From an optimization exercise on the open Yosys and OpenROAD flow, aimed at small area, a short achievable clock period and few clock cycles; shortcuts taken in it are not production practice. No functional check of the RTL was part of this run. Power and IR drop assume default switching activity.

### design/flow/constraint.sdc
create_clock -name core_clock -period 8.0 [get_ports {clk_i}]
set_input_delay 1.6000 -clock core_clock [delete_from_list [all_inputs] [get_ports {clk_i}]]
set_output_delay 1.6000 -clock core_clock [all_outputs]
set_load 0.01 [all_outputs]
### design/flow/config.mk
export PLATFORM = sky130hd
export DESIGN_NAME = voxel_ray_traversal_top
export DESIGN_NICKNAME = voxel_ray_traversal_top
export VERILOG_FILES = /design/flow/design.v
export SDC_FILE = /design/flow/constraint.sdc
export NUM_CORES = 4
export LEC_CHECK = 0
export CAP_MARGIN = 20
export CORE_MARGIN = 2
export CORE_UTILIZATION = 40
export SETUP_SLACK_MARGIN = 4.8
export SLEW_MARGIN = 20
### design/flow/design.v
`timescale 1ns / 1ps
package vrt_pkg;
  localparam logic [31:0] DIST_MAX = 32'hFFFF_FFFF;
  localparam logic [1:0] AXIS_X = 2'd0;
  localparam logic [1:0] AXIS_Y = 2'd1;
  localparam logic [1:0] AXIS_Z = 2'd2;
endpackage
`timescale 1ns / 1ps
module vrt_div (
  input  logic        clk_i,
  input  logic        load_i,
  input  logic        run_i,
  input  logic [15:0] rem_i,
  input  logic [30:0] quo_i,
  input  logic [15:0] den_i,
  output logic [30:0] quo_o
);
  logic [15:0] rem_q, x, nxt;
  logic [16:0] sum;
  logic [30:0] quo_q;
  always_comb begin
    x   = {rem_q[14:0], quo_q[30]};
    sum = {x, 1'b1} + {den_i ^ {16{!rem_q[15]}}, !rem_q[15]};
    nxt = sum[16:1];
  end
  always_ff @(posedge clk_i) begin
    rem_q <= load_i ? rem_i : nxt;
    if (load_i) begin
      quo_q <= quo_i;
    end else if (run_i) begin
      quo_q <= {quo_q[29:0], !nxt[15]};
    end
  end
  assign quo_o = quo_q;
endmodule
`timescale 1ns / 1ps
module voxel_ray_traversal_top #(
  parameter int MAX_STEPS        = 64,
  parameter int ORIGIN_FRAC_BITS = 8,
  parameter int DIR_FRAC_BITS    = 14
) (
  input  logic               clk_i,
  input  logic               rst_ni,
  input  logic               in_valid_i,
  output logic               in_ready_o,
  input  logic signed [23:0] origin_x_i,
  input  logic signed [23:0] origin_y_i,
  input  logic signed [23:0] origin_z_i,
  input  logic signed [15:0] dir_x_i,
  input  logic signed [15:0] dir_y_i,
  input  logic signed [15:0] dir_z_i,
  input  logic [6:0]         step_count_i,
  output logic               out_valid_o,
  input  logic               out_ready_i,
  output logic signed [15:0] voxel_x_o,
  output logic signed [15:0] voxel_y_o,
  output logic signed [15:0] voxel_z_o,
  output logic [1:0]         normal_axis_o,
  output logic               normal_negative_o,
  output logic [6:0]         step_index_o,
  output logic               last_o
);
  logic        s_idle_q, s_prep1_q, s_prep2_q, s_run_q, s_done_q, s_wait_q;
  logic [6:0]  d_cnt7_q;          
  logic [15:0] den_q [3];         
  logic [15:0] vo_q [3];          
  logic [7:0]  lo_q [3];          
  logic        neg_q [3];         
  logic        zero_q [3];        
  logic [4:0]  it_q [3];          
  logic [8:0]  face_q [3];        
  logic [30:0] qmax [3];
  logic [30:0] qdel [3];
  logic [6:0]  d_n;
  logic        take, first_step, accept, run_end;
  assign in_ready_o = s_idle_q;
  assign accept     = s_idle_q && in_valid_i;
  assign d_n        = (d_cnt7_q > 7'(MAX_STEPS)) ? 7'(MAX_STEPS) : d_cnt7_q;
  logic [8:0]  face [3];
  logic [15:0] vinit [3];
  logic [15:0] dmag [3];
  logic [4:0]  skip [3];
  logic [46:0] shm [3];
  logic [46:0] shd [3];
  logic        it_end [3];
  always_comb begin
    run_end = 1'b1;
    for (int a = 0; a < 3; a++) begin
      logic [7:0]  g;
      logic [14:0] dm;
      logic        c, dz, dp, osign;
      osign = vo_q[a][15];
      dz    = (den_q[a] == 16'd0);
      dp    = !den_q[a][15] && !dz;
      dmag[a] = den_q[a][15] ? 16'(-den_q[a]) : den_q[a];
      g = {!lo_q[a][7], lo_q[a][6:0]};
      if (g == 8'd0) begin
        face[a] = (osign != dp) ? 9'd256 : 9'd0;
      end else begin
        face[a] = dp ? 9'd256 - {1'b0, g} : {1'b0, g};
      end
      c = osign ? (lo_q[a][7] && (lo_q[a][6:0] != 7'd0)) : lo_q[a][7];
      vinit[a] = vo_q[a] + 16'(c);
      dm = den_q[a][14:0] ^ {15{den_q[a][15]}};
      skip[a] = 5'd0;
      for (int b = 1; b < 15; b++) begin
        if (dm[b]) skip[a] = 5'(b);
      end
      shm[a] = {16'd0, face_q[a], 22'd0} << it_q[a][3:0];
      shd[a] = {16'd0, 1'b1, 30'd0} << it_q[a][3:0];
      it_end[a] = (it_q[a] <= 5'd1);
      run_end = run_end && it_end[a];
    end
  end
  logic [23:0] org_in [3];
  logic [15:0] dir_in [3];
  assign org_in[0] = origin_x_i;
  assign org_in[1] = origin_y_i;
  assign org_in[2] = origin_z_i;
  assign dir_in[0] = dir_x_i;
  assign dir_in[1] = dir_y_i;
  assign dir_in[2] = dir_z_i;
  always_ff @(posedge clk_i) begin
    if (s_idle_q) begin
      d_cnt7_q <= step_count_i;
      for (int a = 0; a < 3; a++) begin
        den_q[a] <= dir_in[a];
        vo_q[a]  <= org_in[a][23:8];
      end
    end else if (s_prep1_q) begin
      for (int a = 0; a < 3; a++) begin
        den_q[a]  <= dmag[a];
        vo_q[a]   <= vinit[a];
        zero_q[a] <= (den_q[a] == 16'd0);
        neg_q[a]  <= den_q[a][15] || (den_q[a] == 16'd0);
      end
    end
    for (int a = 0; a < 3; a++) begin
      lo_q[a]   <= org_in[a][7:0];
      face_q[a] <= face[a];
    end
    for (int a = 0; a < 3; a++) begin
      if (s_prep1_q) begin
        it_q[a] <= skip[a];
      end else if (s_prep2_q) begin
        it_q[a] <= zero_q[a] ? 5'd0 : 5'd31 - it_q[a];
      end else if (it_q[a] != 5'd0) begin
        it_q[a] <= it_q[a] - 5'd1;
      end
    end
  end
  for (genvar a = 0; a < 3; a++) begin : g_div
    logic run_a;
    assign run_a = s_run_q && (it_q[a] != 5'd0);
    vrt_div u_max (
      .clk_i (clk_i),
      .load_i(s_prep2_q),
      .run_i (run_a),
      .rem_i (shm[a][46:31]),
      .quo_i (shm[a][30:0]),
      .den_i (den_q[a]),
      .quo_o (qmax[a])
    );
    vrt_div u_del (
      .clk_i (clk_i),
      .load_i(s_prep2_q),
      .run_i (run_a),
      .rem_i (shd[a][46:31]),
      .quo_i (shd[a][30:0]),
      .den_i (den_q[a]),
      .quo_o (qdel[a])
    );
  end
  logic        w_act_q, w_first_q, w_prime_q;
  logic [6:0]  w_cnt_q;
  logic        w_neg_q [3];
  logic [31:0] tmax_q [3];
  logic [31:0] nxt_q [3];
  logic [30:0] tdel_q [3];
  logic        lt_xy_q, lt_xz_q, lt_yz_q;
  logic        out_valid_q;
  logic        step, w_end, last_now;
  logic [6:0]  k_now;
  logic        sel [3];
  logic [32:0] tsum [3];
  logic [31:0] tnext [3];
  logic [15:0] vbase [3];
  logic [15:0] vstay [3];
  logic [15:0] vmove [3];
  logic [15:0] vnew [3];
  logic [1:0]  ax;
  logic        c_xy, c_xz, c_yx, c_yz, c_zx, c_zy;
  always_comb begin
    step       = w_act_q && !w_prime_q && (!out_valid_q || out_ready_i);
    first_step = step && w_first_q;
    k_now      = w_first_q ? 7'd1 : step_index_o + 7'd1;
    last_now   = (k_now == w_cnt_q);
    w_end      = step && last_now;
    take       = s_done_q && (!w_act_q || w_end);
    sel[0] = lt_xy_q && lt_xz_q;
    sel[1] = !lt_xy_q && lt_yz_q;
    sel[2] = !sel[0] && !sel[1];
    ax     = sel[0] ? vrt_pkg::AXIS_X : sel[1] ? vrt_pkg::AXIS_Y : vrt_pkg::AXIS_Z;
    c_xy = nxt_q[0] < tmax_q[1];
    c_xz = nxt_q[0] < tmax_q[2];
    c_yx = tmax_q[0] < nxt_q[1];
    c_yz = nxt_q[1] < tmax_q[2];
    c_zx = tmax_q[0] < nxt_q[2];
    c_zy = tmax_q[1] < nxt_q[2];
    vbase[0] = voxel_x_o;
    vbase[1] = voxel_y_o;
    vbase[2] = voxel_z_o;
    for (int a = 0; a < 3; a++) begin
      tsum[a]  = {1'b0, nxt_q[a]} + {2'b00, tdel_q[a]};
      tnext[a] = tsum[a][31:0] | {32{tsum[a][32]}};
      vstay[a] = w_first_q ? vo_q[a] : vbase[a];
      vmove[a] = w_neg_q[a] ? vstay[a] - 16'd1 : vstay[a] + 16'd1;
      vnew[a]  = sel[a] ? vmove[a] : vstay[a];
    end
  end
  always_ff @(posedge clk_i) begin
    if (take) begin
      w_cnt_q <= d_n;
      for (int a = 0; a < 3; a++) begin
        w_neg_q[a] <= neg_q[a];
        tmax_q[a]  <= {1'b0, qmax[a]} | {32{zero_q[a]}};
        nxt_q[a]   <= {1'b0, qmax[a]} | {32{zero_q[a]}};
        tdel_q[a]  <= qdel[a];
      end
    end else if (w_prime_q) begin
      for (int a = 0; a < 3; a++) begin
        nxt_q[a] <= tnext[a];
      end
      lt_xy_q <= c_xy;
      lt_xz_q <= c_xz;
      lt_yz_q <= c_yz;
    end else if (step) begin
      for (int a = 0; a < 3; a++) begin
        if (sel[a]) begin
          tmax_q[a] <= nxt_q[a];
          nxt_q[a]  <= tnext[a];
        end
      end
      if (sel[0]) begin
        lt_xy_q <= c_xy;
        lt_xz_q <= c_xz;
      end else if (sel[1]) begin
        lt_xy_q <= c_yx;
        lt_yz_q <= c_yz;
      end else begin
        lt_xz_q <= c_zx;
        lt_yz_q <= c_zy;
      end
    end
    if (take) begin
      w_first_q <= 1'b1;
    end else if (step) begin
      w_first_q <= 1'b0;
    end
    if (step) begin
      voxel_x_o         <= vnew[0];
      voxel_y_o         <= vnew[1];
      voxel_z_o         <= vnew[2];
      normal_axis_o     <= ax;
      normal_negative_o <= !(sel[0] ? w_neg_q[0] : sel[1] ? w_neg_q[1] : w_neg_q[2]);
      step_index_o      <= k_now;
      last_o            <= last_now;
    end
  end
  always_ff @(posedge clk_i or negedge rst_ni) begin
    if (!rst_ni) begin
      s_idle_q    <= 1'b1;
      s_prep1_q   <= 1'b0;
      s_prep2_q   <= 1'b0;
      s_run_q     <= 1'b0;
      s_done_q    <= 1'b0;
      s_wait_q    <= 1'b0;
      w_act_q     <= 1'b0;
      w_prime_q   <= 1'b0;
      out_valid_q <= 1'b0;
    end else begin
      if (accept) begin
        s_idle_q  <= 1'b0;
        s_prep1_q <= 1'b1;
      end
      if (s_prep1_q) begin
        s_prep1_q <= 1'b0;
        if (d_n == 7'd0) begin
          s_idle_q <= 1'b1;
        end else begin
          s_prep2_q <= 1'b1;
        end
      end
      if (s_prep2_q) begin
        s_prep2_q <= 1'b0;
        s_run_q   <= 1'b1;
      end
      if (s_run_q && run_end) begin
        s_run_q  <= 1'b0;
        s_done_q <= 1'b1;
      end
      if (take) begin
        s_done_q <= 1'b0;
        s_wait_q <= 1'b1;
      end
      if (first_step) begin
        s_wait_q <= 1'b0;
        s_idle_q <= 1'b1;
      end
      if (take) begin
        w_act_q   <= 1'b1;
        w_prime_q <= 1'b1;
      end else begin
        w_prime_q <= 1'b0;
        if (w_end) begin
          w_act_q <= 1'b0;
        end
      end
      if (step) begin
        out_valid_q <= 1'b1;
      end else if (out_ready_i) begin
        out_valid_q <= 1'b0;
      end
    end
  end
  assign out_valid_o = out_valid_q;
endmodule
### design/flow/run.sh
#!/bin/bash
# synth_recipe.tcl (not shown) runs the flow's synth.tcl, then flattens the netlist and writes it again
# the make line also repeats each setting of config.mk as NAME=value (left out here)
make -C /OpenROAD-flow-scripts/flow DESIGN_CONFIG=/design/flow/config.mk WORK_HOME=/design/flow/orfs CLKGATE_MAP_FILE= SYNTH_SCRIPT=/design/flow/synth_recipe.tcl finish
==> run summary <==
-- stage by stage --
stage                     utilization (%)  total power, mW  worst slack, ps  cell area (sq um)
final                                49.8             19.2             4590              61800
after global routing                 49.8             20.5             4460              61800
after CTS                            47.7             18.6             4630              59200
after detailed placement             43.3             13.8             3010              53700
after global placement               43.2             13.7             3060              53700
after floorplan                         -             11.9             4660              50300
-- how the worst max path moves through the flow --
stage                         endpoint  slack (ps)  cells past startpoint
final                     nxt_q[2][23]        4590                     16
after global routing      nxt_q[1][28]        4460                     16
after CTS                 nxt_q[0][31]        4630                     12
after detailed placement  nxt_q[0][31]        3010                      9
after global placement    nxt_q[0][31]        3060                      9
after floorplan                lt_xy_q        4660                      5
-- layer usage --
metal	global-route usage [%]	share of wire, %	vias to the layer above	wire, microns
li1	-	-	18800	-
met1	30.2	45	19100	66200
met2	36.2	47	1125	68900
met3	2.49	5.1	206	7440
met4	6.60	2.9	0	4270
met5	0	0	-	0
-- cells in the final DEF, fill, tap and decap left out, drive strengths merged, types with 124 or more instances in the layout --
| master | instances |
|---|---|
| xnor2 | 268 |
| ha | 442 |
| nor2 | 416 |
| a21o | 124 |
| a21oi | 447 |
| o21ai | 276 |
| dfxtp | 148 |
| xor2 | 136 |
| clkbuf | 124 |
| clkdlybuf4s50 | 133 |
| nand2 | 331 |
| buf | 294 |
| edfxtp | 667 |
| nor2b | 196 |
| inv | 276 |
-- logic make-up (layout without fill, tap and decap cells) --
| family | Yosys count | after routing | synth area share [%] |
|---|---|---|---|
| mux | 89 | 89 | 1.94 |
| buf+inv | 495 | 950 | 3.77 |
| flops | 823 | 823 | 46.2 |
| compound gates | 1278 | 1278 | 16.0 |
| simple gates | 1431 | 1437 | 13.8 |
| xor+xnor | 404 | 404 | 7.05 |
| other cells | 0 | 2 | 0 |
| fa+ha+maj | 448 | 448 | 11.3 |
-- critical path: cells and delay by family (launching register included) --
kind / cells / cell delay, ps
AOI/OAI and AO/OA: 9 / 1690
adders and majority gates: 2 / 550
buffers and inverters: 4 / 460
DFF: 1 / 370
and+or+nand+nor: 1 / 170
-- where the power goes --
group	switching, mW	internal (mW)	total (mW)
Combinational	4.49	3.96	8.45
Sequential	0.677	5.78	6.46
Clock	1.84	2.49	4.33
-- registers in the layout, summed over array words and instances, names as in the netlist, 3 cells and up --
register           cells
tmax_q                96
voxel_y_o             16
voxel_x_o             16
g_div.u_max.rem_q     48
neg_q                  3
g_div.u_max.quo_q     93
nxt_q                 96
g_div.u_del.quo_q     93
d_cnt7_q               7
w_cnt_q                7
it_q                  15
lo_q                  24
den_q                 48
tdel_q                93
face_q                27
g_div.u_del.rem_q     48
step_index_o           7
voxel_z_o             16
vo_q                  48
zero_q                 3
w_neg_q                3
-- layout make-up --
cell class / instances / area [sq um] / share of cell area, %
Timing Repair Buffer: 494 / 5020 / 8.12
Inverter: 281 / 1080 / 1.74
Multi-Input combinational cell: 3656 / 27400 / 44.3
Sequential cell: 823 / 23200 / 37.6
Clock inverter: 58 / 502 / 0.812
Timing Repair inverter: 2 / 20.0 / 0.0324
Tap cell: 1637 / 2050 / 3.32
Clock buffer: 115 / 2510 / 4.07
Antenna cell: 2 / 5.00 / 0.00810
-- what timing repair did --
item | in CTS | in global routing
gates resized for setup | 276 | 349
endpoints found under the setup margin | 583 | 688
hold buffers | 0 | 0
pin swaps | 80 | 107
gates cloned | 16 | 14
buffers inserted | 129 | 116
==> flow_metrics.tcl <==
set metrics [dict create \
    status "timing/DRC/antenna clean" \
    min_from "neg_q[2]" \
    yosys.area.top_type_share_pct 39.9 \
    layout-drive-gt1-share_pct 17.1 \
    yosysSeqAreaShare_pct 46.2 \
    synthesis.area_sq_um 50200 \
    slew_headroom_pct 29.3 \
    die-height_microns 358 \
    synth_area_leader_cell "edfxtp_1" \
    first_pass_iters 8 \
    coreArea_sq_um 124000 \
    finalHoldViolCount 0 \
    syn_area_per_cell_sq_um 10.1 \
    finalSetupTns_ps 0 \
    first_global_vias 37500 \
    area_growth_pct 23.1 \
    synthDistinctLibCells 86 \
    setup.reg_to_reg.worst_slack_ps 4590 \
    grt_overflow 0 \
    synth_edf_count 667 \
    hold_path_depth 0 \
    critPathKind "flip-flop to flip-flop" \
    crit_path_end_kind "flip-flop" \
    ys_top_cells_by_area "edfxtp_1 (40%), ha_1 (11%), dfxtp_1 (5.9%)" \
    vias 39200 \
    cts_root_buf "clkbuf_16" \
    synth_ff_type "edfxtp_1" \
    drv_cap 0 \
    final_cell_count_no_fill 7068 \
    crit_fanout 8 \
    min_period_ps 3410 \
    synth.most_common_cell "edfxtp_1" \
    start_util_pct 40.4 \
    ys_ff_latch 823 \
    max_stage_delay_ps 380 \
    rr_endpoint "nxt_q[2][23]" \
    io-pin-count 192 \
    hpwl_microns 98400 \
    timing.hold.worst_endpoint "w_neg_q[2]" \
    syn_inst 4968 \
    syn_nets 5547 \
    insertion_delay_ps 680 \
    portBuffers 191 \
    rr_worst_depth 16 \
    path_clk_slew_ps 60 \
    dieArea_sq_um 128000 \
    fill_cells 11100 \
    cts_sinks 823 \
    routed_wl_microns 147000 \
    vias_per_cell 5.55 \
    antenna_found_initial 2 \
    antenna_left 0 \
    drcViolationCount 0 \
    cts.path.max_buffers 3 \
    nNetsFinal 5930 \
    period_share_pct 42.6 \
    cp_slowest_cell "o41ai_4" \
    cts_tree "done" \
    r2r-start "nxt_q[2][0]" \
    rsz0062_at_grt "true" \
    dp.cells 6618 \
    critPathRequiredTime_ps 8520 \
    h-tree-depth 3 \
    grtUsageTotal_pct 21.9 \
    fmax_ghz 0.294 \
    cts_buffers 93 \
    synthArstFlopShare_pct 0.972 \
    peakVddDrop_mv 0.257 \
    die_w_microns 358 \
    cp_cell_sequence "ha_2 > inv_2 > fa_2 > nand2b_4 > a21oi_4 > o22ai_4 > o221a_4 > o21ai_4 > a2111oi_4 > o21a_4 > o41ai_4 > a21oi_4 > buf_12 > buf_12 > buf_16 > a21oi_2" \
    drtIter0Drc 3057 \
    hold_ws_ps 423 \
    cellLeakagePower_nw 24.0 \
    yosysWarnings 58 \
    power_density_nw_per_um2 311 \
    worst_pin_slew_ps 1060 \
    arrival_ps 3920 \
    finalSetupViolCount 0 \
    grt_pass1_wl_microns 219000 \
    clock_skew_ps 34.1 \
    wl_per_cell_microns 20.8 \
    cp-start-kind "flip-flop" \
    finalWeightedCongestion 0.894 \
    hp-class "flip-flop to flip-flop" \
    synth_commonest_cells "edfxtp_1 (667), a21oi_1 (446), ha_1 (442)" \
    slew_violations 0 \
    rows 129 \
    crit_start "nxt_q[2][0]" \
    grt_max_degree 176 \
]

## afterwards: timing with drivers on the ports
The flow's constraints put no driver on any port. The routed layout listed below was extracted and timed again, unchanged, in two steps. Step 1 assumes that a clkbuf_16 drives the clock port and a buf_2 every other input. Step 2 adds t to the input delays and takes it off the output delays; t is the mean of the earliest and latest rising clock arrival at the registers after step 1. Input paths then give back, and output paths get back, about the clock's delay inside the block. Three values: ideal, step 1, step 2; two values: the first two.
t, ns: 0.742
slack for setup (ns): 4.594 / 4.594 / 4.126
worst hold slack (ns): 0.423 / 0.423 / 0.423
worst setup path at the end: input to register
After both steps this run still meets setup and hold. For this run, drivers alone change the setup slack by 0.000 ns; drivers and shift together by -0.468 ns.
